What follows belongs to an exercise in optimizing a design on an open flow for small area; a production flow would make more cautious choices. Only simulation tests tie the RTL to the original design; equivalence was not proved. The clock port is modelled as an ideal driver; clocking choices that lean on that would not hold on a real chip.

## poker_table
module poker_table
#(
	parameter poker_money_pkg::chip_t START_CHIPS = 15'd2000
)
(
	input logic clock,
	input logic resetn,
	input logic start,
	input logic action_valid,
	input poker_flow_pkg::action_t action,
	input logic showdown_valid,
	input poker_flow_pkg::winner_t showdown_winner,
	output logic action_ready,
	output logic showdown_ready,
	output poker_money_pkg::seat_t to_act,
	output poker_flow_pkg::street_t street,
	output poker_money_pkg::chip_t stack0,
	output poker_money_pkg::chip_t stack1,
	output poker_money_pkg::chip_t bet0,
	output poker_money_pkg::chip_t bet1,
	output poker_money_pkg::chip_t pot,
	output logic hand_over,
	output logic match_over,
	output poker_money_pkg::seat_t match_winner
);
	typedef logic [11:0] amt_t;	 
	localparam amt_t START = amt_t'(START_CHIPS);
	localparam amt_t ALL = amt_t'(2 * START_CHIPS);
	localparam amt_t SB = amt_t'(poker_money_pkg::SMALL_BLIND);
	localparam amt_t BB = amt_t'(poker_money_pkg::BIG_BLIND);
	localparam logic [3:0] S_IDLE = 4'd6;
	localparam logic [3:0] S_RESET = 4'd8;	 
	localparam logic [3:0] S_RESET_U = 4'd3;	 
	localparam logic [3:0] S_NEW_HAND = 4'd10;
	localparam logic [3:0] S_BLINDS = 4'd4;
	localparam logic [3:0] S_WAIT = 4'd7;	 
	localparam logic [3:0] S_WAIT_N = 4'd0;	 
	localparam logic [3:0] S_APPLY = 4'd1;
	localparam logic [3:0] S_STREET_END = 4'd12;
	localparam logic [3:0] S_SHOWDOWN = 4'd5;
	localparam logic [3:0] S_AWARD = 4'd2;
	localparam logic [3:0] S_HAND_DONE = 4'd13;
	localparam logic [3:0] S_MATCH_OVER = 4'd9;
	function automatic amt_t f_add(input amt_t a, input amt_t b, input logic ci);
		logic c;
		amt_t s;
		c = ci;
		for (int i = 0; i < 12; i++)
		begin
			s[i] = a[i] ^ b[i] ^ c;
			c = (a[i] & b[i]) | (c & (a[i] ^ b[i]));
		end
		f_add = s;
	endfunction
	function automatic amt_t f_sub(input amt_t a, input amt_t b);
		f_sub = f_add(a, ~b, 1'b1);
	endfunction
	function automatic logic f_ge(input amt_t a, input amt_t b);
		logic c;
		c = 1'b1;
		for (int i = 0; i < 12; i++)
			c = (a[i] & !b[i]) | (c & (a[i] | !b[i]));
		f_ge = c;
	endfunction
	logic [3:0] state, next_state;
	amt_t t0, t1, b0, b1;	 
	logic [10:0] b0_q, b1_q;
	assign b0 = {1'b0, b0_q};
	assign b1 = {1'b0, b1_q};
  ...
export LEC_CHECK = 0
export CAP_MARGIN = 10
export CORE_MARGIN = 2
export CORE_UTILIZATION = 60
export GPL_TIMING_DRIVEN = 0
export SLEW_MARGIN = 10
create_clock -name core_clock -period 15.0 [get_ports {clock}]
standard.sh (not shown) runs the stock make flow with config.mk's settings and CLKGATE_MAP_FILE= SYNTH_SCRIPT=/design/flow/synth_recipe.tcl, a recipe that flattens the netlist after the stock synthesis.
==> flow/flow/run.sh <==
#!/bin/bash
# The standard layout (standard.sh, with the standard synthesis unchanged), plus:
# - after floorplan, OpenROAD's restructure re-maps the combinational logic for area; the
#   registers keep their names and cells. Three candidates (restructure run 1, 2 or 3 times,
#   flow/restructure_cand.tcl) are made from the same floorplan and the smallest one is kept.
#   restructure reads a copy of the platform liberty without its don't-use cells
#   (flow/filter_lib.py);
# - synthesis buffers are removed at floorplan, every port still gets a buffer but of the
#   smallest buffer cell; the constant outputs share one tie cell;
# - the clock tree is built by hand before CTS (flow/clocktree.tcl): a root clock buffer and four
#   leaf clock buffers, one per quarter of the registers.
# Each tool's output goes to a log of its own here; each ORFS step also logs under orfs/logs/.
set -uo pipefail
RES="$PWD/orfs/results/$FLOW_PLATFORM/poker_table/base"
python3 flow/filter_lib.py "$FLOW_HOME/platforms/sky130hd/lib/sky130_fd_sc_hd__tt_025C_1v80.lib" \
  "$PWD/hd_nodontuse.lib" > filter_lib.log 2>&1
export REMOVE_ABC_BUFFERS=1
export SKIP_REPAIR_TIE_FANOUT=1
export BUFFER_PORTS_ARGS="-buffer_cell sky130_fd_sc_hd__buf_1"
export PRE_CTS_TCL="$PWD/flow/clocktree.tcl"
export CTS_ARGS="-sink_clustering_enable -repair_clock_nets -buf_list sky130_fd_sc_hd__clkbuf_8 -dont_use_dummy_load -clk_nets clock"

bash standard.sh "$RES/2_1_floorplan.odb" > standard_flow_floorplan.log 2>&1

best=""
best_area=""
if [[ -f "$RES/2_1_floorplan.odb" ]]; then
  cp "$RES/2_1_floorplan.odb" "$PWD/floorplan_before_restructure.odb"
  for k in 1 2 3; do
    RS_PLATFORM_LIB="$FLOW_HOME/platforms/sky130hd/lib/sky130_fd_sc_hd__tt_025C_1v80.lib" \
    RS_IN="$PWD/floorplan_before_restructure.odb" RS_SDC="$RES/2_1_floorplan.sdc" \
    RESTRUCT_LIB="$PWD/hd_nodontuse.lib" RESTRUCT_DIR="$PWD/restructure_work_$k" \
    RS_ITERS=$k RS_OUT="$PWD/restructure_cand_$k.odb" \
      openroad -no_init -exit flow/restructure_cand.tcl > restructure_cand_$k.log 2>&1 &
  done
  wait
  for k in 1 2 3; do
    a=$(sed -n 's/^restructure_cand: area //p' restructure_cand_$k.log)
    if [[ -n "$a" && -f "restructure_cand_$k.odb" ]]; then
      if [[ -z "$best" ]] || python3 -c "import sys; sys.exit(0 if $a < $best_area else 1)"; then
        best=$k; best_area=$a
      fi
    fi
  done
  echo "restructure candidates: kept $best (area $best_area)" > restructure_choice.log
  if [[ -n "$best" ]]; then
    cp "restructure_cand_$best.odb" "$RES/2_1_floorplan.odb"
  fi
fi

bash standard.sh > standard_flow.log 2>&1
==> flow/flow/clocktree.tcl <==
# Clock tree by hand, run before CTS: the registers are split into four groups by position
# (a median cut in x, then in y), each driven by one leaf clock buffer at the group's centre,
# and one root clock buffer, fed by the clock port, drives the four leaves. CTS then finds a
# single sink on the clock port's net and leaves the tree as it is.
set leaf_cell sky130_fd_sc_hd__clkbuf_8
set root_cell sky130_fd_sc_hd__clkbuf_4
set block [ord::get_db_block]
set db [ord::get_db]
set clk_net [$block findNet clock]

proc inst_center { inst } {
  set bb [$inst getBBox]
  return [list [expr {([$bb xMin] + [$bb xMax]) / 2}] [expr {([$bb yMin] + [$bb yMax]) / 2}]]
}
proc centroid { items } {
  set sx 0; set sy 0
  foreach it $items { lassign [lindex $it 1] x y; set sx [expr {$sx + $x}]; set sy [expr {$sy + $y}] }
  set n [llength $items]
  return [list [expr {$sx / $n}] [expr {$sy / $n}]]
}
proc place_at { inst xy } {
  lassign $xy x y
  set m [$inst getMaster]
  $inst setLocation [expr {$x - [$m getWidth] / 2}] [expr {$y - [$m getHeight] / 2}]
  $inst setPlacementStatus PLACED
}

# Clock sinks with their positions
set sinks {}
foreach it [$clk_net getITerms] {
  lappend sinks [list $it [inst_center [$it getInst]]]
}
set sinks [lsort -integer -index {1 0} $sinks]
set half [expr {[llength $sinks] / 2}]
set groups {}
foreach part [list [lrange $sinks 0 [expr {$half - 1}]] [lrange $sinks $half end]] {
  set part [lsort -integer -index {1 1} $part]
  set q [expr {[llength $part] / 2}]
  lappend groups [lrange $part 0 [expr {$q - 1}]] [lrange $part $q end]
}

set root [odb::dbInst_create $block [$db findMaster $root_cell] clktree_root]
set root_net [odb::dbNet_create $block clktree_root_net]
$root_net setSigType CLOCK
[$root findITerm A] connect $clk_net
[$root findITerm X] connect $root_net
place_at $root [centroid $sinks]

set k 0
foreach g $groups {
  set leaf [odb::dbInst_create $block [$db findMaster $leaf_cell] clktree_leaf_$k]
  set leaf_net [odb::dbNet_create $block clktree_leaf_net_$k]
  $leaf_net setSigType CLOCK
  foreach s $g {
    set it [lindex $s 0]
    $it disconnect
    $it connect $leaf_net
  }
  [$leaf findITerm A] connect $root_net
  [$leaf findITerm X] connect $leaf_net
  place_at $leaf [centroid $g]
  puts "clocktree.tcl: leaf $k drives [llength $g] clock pins"
  incr k
}
Other scripts of this flow, unchanged in this note and not shown: flow/flow/filter_lib.py, flow/flow/restructure_cand.tcl
==> next run, changes <==
--- a/flow/flow/run.sh
+++ b/flow/flow/run.sh
@@ -8,6 +8,6 @@
 # - synthesis buffers are removed at floorplan, every port still gets a buffer but of the
 #   smallest buffer cell; the constant outputs share one tie cell;
-# - the clock tree is built by hand before CTS (flow/clocktree.tcl): a root clock buffer and four
-#   leaf clock buffers, one per quarter of the registers.
+# - the clock tree is built by hand before CTS (flow/clocktree.tcl): a root clock buffer and five
+#   leaf clock buffers, one per fifth of the registers.
 # Each tool's output goes to a log of its own here; each ORFS step also logs under orfs/logs/.
 set -uo pipefail
--- a/flow/flow/clocktree.tcl
+++ b/flow/flow/clocktree.tcl
@@ -1,6 +1,7 @@
-# Clock tree by hand, run before CTS: the registers are split into four groups by position
-# (a median cut in x, then in y), each driven by one leaf clock buffer at the group's centre,
-# and one root clock buffer, fed by the clock port, drives the four leaves. CTS then finds a
-# single sink on the clock port's net and leaves the tree as it is.
+# Clock tree by hand, run before CTS: the registers are split into five groups by position (a
+# cut in x into 2/5 and 3/5 of the pins, then cuts in y into two and three groups), each driven
+# by one leaf clock buffer at the group's centre, and one root clock buffer, fed by the clock
+# port, drives the leaves. CTS then finds a single sink on the clock port's net and leaves the
+# tree as it is.
 set leaf_cell sky130_fd_sc_hd__clkbuf_8
 set root_cell sky130_fd_sc_hd__clkbuf_4
@@ -32,10 +33,17 @@
 }
 set sinks [lsort -integer -index {1 0} $sinks]
-set half [expr {[llength $sinks] / 2}]
+# Two x-slices holding 2/5 and 3/5 of the pins, cut by y into two and three groups
+set n_all [llength $sinks]
+set cut [expr {(2 * $n_all + 2) / 5}]
 set groups {}
-foreach part [list [lrange $sinks 0 [expr {$half - 1}]] [lrange $sinks $half end]] {
+foreach part [list [lrange $sinks 0 [expr {$cut - 1}]] [lrange $sinks $cut end]] nparts {2 3} {
   set part [lsort -integer -index {1 1} $part]
-  set q [expr {[llength $part] / 2}]
-  lappend groups [lrange $part 0 [expr {$q - 1}]] [lrange $part $q end]
+  set n [llength $part]
+  set lo 0
+  for {set j 1} {$j <= $nparts} {incr j} {
+    set hi [expr {($j * $n) / $nparts}]
+    lappend groups [lrange $part $lo [expr {$hi - 1}]]
+    set lo $hi
+  }
 }
 
Setup slack gains 0.036 ns.
Critical path depth rose by 9.
Routed wire length is about the same.
Worst hold slack gets worse by 0.0036 ns.
Design area is about the same.
Die area does not change.
Via count barely changes.

* * *

Another version of the RTL of poker_table (not shown whole).
For scale: about 750 cells after synthesis, ~62 flip-flops, roughly 94 I/O pins.
clock: 15.0 ns
lec_check: 0
cap_margin: 20
core_margin: 2
core_utilization: 40
gpl_timing_driven: 0
slew_margin: 20
==> flow/flow/run.sh <==
#!/bin/bash
# The standard layout (standard.sh, with the standard synthesis unchanged), plus:
# - after floorplan, OpenROAD's restructure re-maps the combinational logic for area; the
#   registers keep their names and cells. Three candidates (restructure run 1, 2 or 3 times,
#   flow/restructure_cand.tcl) are made from the same floorplan and the smallest one is kept.
#   restructure reads a copy of the platform liberty without its don't-use cells
#   (flow/filter_lib.py);
# - synthesis buffers are removed at floorplan, every port still gets a buffer but of the
#   smallest buffer cell; the constant outputs share one tie cell;
# - the clock tree is built by hand before CTS (flow/clocktree.tcl): a root clock buffer and six
#   leaf clock buffers, one per sixth of the registers.
# Each tool's output goes to a log of its own here; each ORFS step also logs under orfs/logs/.
set -uo pipefail
RES="$PWD/orfs/results/$FLOW_PLATFORM/poker_table/base"
python3 flow/filter_lib.py "$FLOW_HOME/platforms/sky130hd/lib/sky130_fd_sc_hd__tt_025C_1v80.lib" \
  "$PWD/hd_nodontuse.lib" > filter_lib.log 2>&1
export REMOVE_ABC_BUFFERS=1
export SKIP_REPAIR_TIE_FANOUT=1
export BUFFER_PORTS_ARGS="-buffer_cell sky130_fd_sc_hd__buf_1"
export PRE_CTS_TCL="$PWD/flow/clocktree.tcl"
export CTS_ARGS="-sink_clustering_enable -repair_clock_nets -buf_list sky130_fd_sc_hd__clkbuf_8 -dont_use_dummy_load -clk_nets clock"

bash standard.sh "$RES/2_1_floorplan.odb" > standard_flow_floorplan.log 2>&1

best=""
best_area=""
if [[ -f "$RES/2_1_floorplan.odb" ]]; then
  cp "$RES/2_1_floorplan.odb" "$PWD/floorplan_before_restructure.odb"
  for k in 1 2 3; do
    RS_PLATFORM_LIB="$FLOW_HOME/platforms/sky130hd/lib/sky130_fd_sc_hd__tt_025C_1v80.lib" \
    RS_IN="$PWD/floorplan_before_restructure.odb" RS_SDC="$RES/2_1_floorplan.sdc" \
    RESTRUCT_LIB="$PWD/hd_nodontuse.lib" RESTRUCT_DIR="$PWD/restructure_work_$k" \
    RS_ITERS=$k RS_OUT="$PWD/restructure_cand_$k.odb" \
      openroad -no_init -exit flow/restructure_cand.tcl > restructure_cand_$k.log 2>&1 &
  done
  wait
  for k in 1 2 3; do
    a=$(sed -n 's/^restructure_cand: area //p' restructure_cand_$k.log)
    if [[ -n "$a" && -f "restructure_cand_$k.odb" ]]; then
      if [[ -z "$best" ]] || python3 -c "import sys; sys.exit(0 if $a < $best_area else 1)"; then
        best=$k; best_area=$a
      fi
    fi
  done
  echo "restructure candidates: kept $best (area $best_area)" > restructure_choice.log
  if [[ -n "$best" ]]; then
    cp "restructure_cand_$best.odb" "$RES/2_1_floorplan.odb"
  fi
fi

bash standard.sh > standard_flow.log 2>&1
==> flow/flow/clocktree.tcl <==
# Clock tree by hand, run before CTS: the registers are split into six groups by position
# (a median cut in x, then each half in three by y), each driven by one leaf clock buffer at
# the group's centre, and one root clock buffer, fed by the clock port, drives the leaves. CTS then finds a
# single sink on the clock port's net and leaves the tree as it is.
set leaf_cell sky130_fd_sc_hd__clkbuf_8
set root_cell sky130_fd_sc_hd__clkbuf_4
set block [ord::get_db_block]
set db [ord::get_db]
set clk_net [$block findNet clock]

proc inst_center { inst } {
  set bb [$inst getBBox]
  return [list [expr {([$bb xMin] + [$bb xMax]) / 2}] [expr {([$bb yMin] + [$bb yMax]) / 2}]]
}
proc centroid { items } {
  set sx 0; set sy 0
  foreach it $items { lassign [lindex $it 1] x y; set sx [expr {$sx + $x}]; set sy [expr {$sy + $y}] }
  set n [llength $items]
  return [list [expr {$sx / $n}] [expr {$sy / $n}]]
}
proc place_at { inst xy } {
  lassign $xy x y
  set m [$inst getMaster]
  $inst setLocation [expr {$x - [$m getWidth] / 2}] [expr {$y - [$m getHeight] / 2}]
  $inst setPlacementStatus PLACED
}

# Clock sinks with their positions
set sinks {}
foreach it [$clk_net getITerms] {
  lappend sinks [list $it [inst_center [$it getInst]]]
}
set sinks [lsort -integer -index {1 0} $sinks]
set half [expr {[llength $sinks] / 2}]
set groups {}
foreach part [list [lrange $sinks 0 [expr {$half - 1}]] [lrange $sinks $half end]] {
  set part [lsort -integer -index {1 1} $part]
  set n [llength $part]
  set a [expr {$n / 3}]
  set b [expr {(2 * $n) / 3}]
  lappend groups [lrange $part 0 [expr {$a - 1}]] [lrange $part $a [expr {$b - 1}]] [lrange $part $b end]
}

set root [odb::dbInst_create $block [$db findMaster $root_cell] clktree_root]
set root_net [odb::dbNet_create $block clktree_root_net]
$root_net setSigType CLOCK
[$root findITerm A] connect $clk_net
[$root findITerm X] connect $root_net
place_at $root [centroid $sinks]

set k 0
foreach g $groups {
  set leaf [odb::dbInst_create $block [$db findMaster $leaf_cell] clktree_leaf_$k]
  set leaf_net [odb::dbNet_create $block clktree_leaf_net_$k]
  $leaf_net setSigType CLOCK
  foreach s $g {
    set it [lindex $s 0]
    $it disconnect
    $it connect $leaf_net
  }
  [$leaf findITerm A] connect $root_net
  [$leaf findITerm X] connect $leaf_net
  place_at $leaf [centroid $g]
  puts "clocktree.tcl: leaf $k drives [llength $g] clock pins"
  incr k
}
Other scripts of this flow, unchanged in this note and not shown: flow/flow/filter_lib.py, flow/flow/restructure_cand.tcl
Change:
--- a/flow/flow/run.sh
+++ b/flow/flow/run.sh
@@ -8,6 +8,6 @@
 # - synthesis buffers are removed at floorplan, every port still gets a buffer but of the
 #   smallest buffer cell; the constant outputs share one tie cell;
-# - the clock tree is built by hand before CTS (flow/clocktree.tcl): a root clock buffer and six
-#   leaf clock buffers, one per sixth of the registers.
+# - the clock tree is built by hand before CTS (flow/clocktree.tcl): a root clock buffer and five
+#   leaf clock buffers, one per fifth of the registers.
 # Each tool's output goes to a log of its own here; each ORFS step also logs under orfs/logs/.
 set -uo pipefail
--- a/flow/flow/clocktree.tcl
+++ b/flow/flow/clocktree.tcl
@@ -1,6 +1,7 @@
-# Clock tree by hand, run before CTS: the registers are split into six groups by position
-# (a median cut in x, then each half in three by y), each driven by one leaf clock buffer at
-# the group's centre, and one root clock buffer, fed by the clock port, drives the leaves. CTS then finds a
-# single sink on the clock port's net and leaves the tree as it is.
+# Clock tree by hand, run before CTS: the registers are split into five groups by position (a
+# cut in x into 2/5 and 3/5 of the pins, then cuts in y into two and three groups), each driven
+# by one leaf clock buffer at the group's centre, and one root clock buffer, fed by the clock
+# port, drives the leaves. CTS then finds a single sink on the clock port's net and leaves the
+# tree as it is.
 set leaf_cell sky130_fd_sc_hd__clkbuf_8
 set root_cell sky130_fd_sc_hd__clkbuf_4
@@ -32,12 +33,17 @@
 }
 set sinks [lsort -integer -index {1 0} $sinks]
-set half [expr {[llength $sinks] / 2}]
+# Two x-slices holding 2/5 and 3/5 of the pins, cut by y into two and three groups
+set n_all [llength $sinks]
+set cut [expr {(2 * $n_all + 2) / 5}]
 set groups {}
-foreach part [list [lrange $sinks 0 [expr {$half - 1}]] [lrange $sinks $half end]] {
+foreach part [list [lrange $sinks 0 [expr {$cut - 1}]] [lrange $sinks $cut end]] nparts {2 3} {
   set part [lsort -integer -index {1 1} $part]
   set n [llength $part]
-  set a [expr {$n / 3}]
-  set b [expr {(2 * $n) / 3}]
-  lappend groups [lrange $part 0 [expr {$a - 1}]] [lrange $part $a [expr {$b - 1}]] [lrange $part $b end]
+  set lo 0
+  for {set j 1} {$j <= $nparts} {incr j} {
+    set hi [expr {($j * $n) / $nparts}]
+    lappend groups [lrange $part $lo [expr {$hi - 1}]]
+    set lo $hi
+  }
 }
 
Settings changed: CAP_MARGIN 20 to 10, CORE_UTILIZATION 40 to 60, SLEW_MARGIN 20 to 10.
What happened: Setup slack is worse by 380 ps; synthesized cell count is unchanged; via count went up by about 5%; die area went down by about 32%; global-route usage went up by 13 points; hold slack is about the same; wire length went down by about 1.2%; utilization went up by 21 points; synthesized area does not change.
Change:
Settings changed: CAP_MARGIN 10 to 20, CORE_UTILIZATION 60 to 40, SLEW_MARGIN 10 to 20.
Result:
- final cell count increases by 5.1%
- global-route usage went down by 13 points
- register-to-register slack improves by 360 ps
Change:
--- a/flow/flow/run.sh
+++ b/flow/flow/run.sh
@@ -8,6 +8,6 @@
 # - synthesis buffers are removed at floorplan, every port still gets a buffer but of the
 #   smallest buffer cell; the constant outputs share one tie cell;
-# - the clock tree is built by hand before CTS (flow/clocktree.tcl): a root clock buffer and five
-#   leaf clock buffers, one per fifth of the registers.
+# - the clock tree is built by hand before CTS (flow/clocktree.tcl): a root clock buffer and four
+#   leaf clock buffers, one per quarter of the registers.
 # Each tool's output goes to a log of its own here; each ORFS step also logs under orfs/logs/.
 set -uo pipefail
--- a/flow/flow/clocktree.tcl
+++ b/flow/flow/clocktree.tcl
@@ -1,7 +1,6 @@
-# Clock tree by hand, run before CTS: the registers are split into five groups by position (a
-# cut in x into 2/5 and 3/5 of the pins, then cuts in y into two and three groups), each driven
-# by one leaf clock buffer at the group's centre, and one root clock buffer, fed by the clock
-# port, drives the leaves. CTS then finds a single sink on the clock port's net and leaves the
-# tree as it is.
+# Clock tree by hand, run before CTS: the registers are split into four groups by position
+# (a median cut in x, then in y), each driven by one leaf clock buffer at the group's centre,
+# and one root clock buffer, fed by the clock port, drives the four leaves. CTS then finds a
+# single sink on the clock port's net and leaves the tree as it is.
 set leaf_cell sky130_fd_sc_hd__clkbuf_8
 set root_cell sky130_fd_sc_hd__clkbuf_4
@@ -33,17 +32,10 @@
 }
 set sinks [lsort -integer -index {1 0} $sinks]
-# Two x-slices holding 2/5 and 3/5 of the pins, cut by y into two and three groups
-set n_all [llength $sinks]
-set cut [expr {(2 * $n_all + 2) / 5}]
+set half [expr {[llength $sinks] / 2}]
 set groups {}
-foreach part [list [lrange $sinks 0 [expr {$cut - 1}]] [lrange $sinks $cut end]] nparts {2 3} {
+foreach part [list [lrange $sinks 0 [expr {$half - 1}]] [lrange $sinks $half end]] {
   set part [lsort -integer -index {1 1} $part]
-  set n [llength $part]
-  set lo 0
-  for {set j 1} {$j <= $nparts} {incr j} {
-    set hi [expr {($j * $n) / $nparts}]
-    lappend groups [lrange $part $lo [expr {$hi - 1}]]
-    set lo $hi
-  }
+  set q [expr {[llength $part] / 2}]
+  lappend groups [lrange $part 0 [expr {$q - 1}]] [lrange $part $q end]
 }
 
Settings changed: CAP_MARGIN 20 to 10, CORE_UTILIZATION 40 to 60, SLEW_MARGIN 20 to 10.
Outcome: Via count climbs by 7.1%; sequential share of layout area rose by 0.30 points; global-route usage grows by 12 points; wire length shrinks by about 1.7%; fmax decreases by 1.6%; final cell count went down by about 5%; cell area drops by about 1.4%; area after synthesis does not change.

-- port drivers added, routing unchanged --
The flow's constraints put no driver on any port. The routed layouts listed below were extracted and timed again, unchanged, in two steps.
Step 1 assumes that a clkbuf_16 drives the clock port and a buf_2 every other input.
Step 2 also shifts input and output timing later by t, the mid clock arrival at the registers, as if the neighbouring blocks saw the same clock.
Slacks: ideal ports / drivers / drivers and shift; pairs: ideal ports / drivers.
run	shift t [ns]	setup WS [ns]	worst setup path at the end	cell pins on the clock port's net
the first run of note 1	0.438	6.060 / 6.027 / 6.092	register to register	1
the second run of note 1	0.445	6.096 / 6.087 / 6.096	register to register	1
the first run of note 2	0.483	5.918 / 5.898 / 5.918	register to register	1
the second run of note 2	0.456	5.539 / 5.539 / 5.539	register to register	1
the third run of note 2	0.451	5.894 / 5.887 / 5.894	register to register	1
the fourth run of note 2	0.440	5.748 / 5.747 / 5.747	register to register	1
After both steps every run listed still meets setup and hold. The setup slack of the fourth run of note 2, which loses most, moves by -0.001 ns with the drivers and by -0.001 ns with both steps.
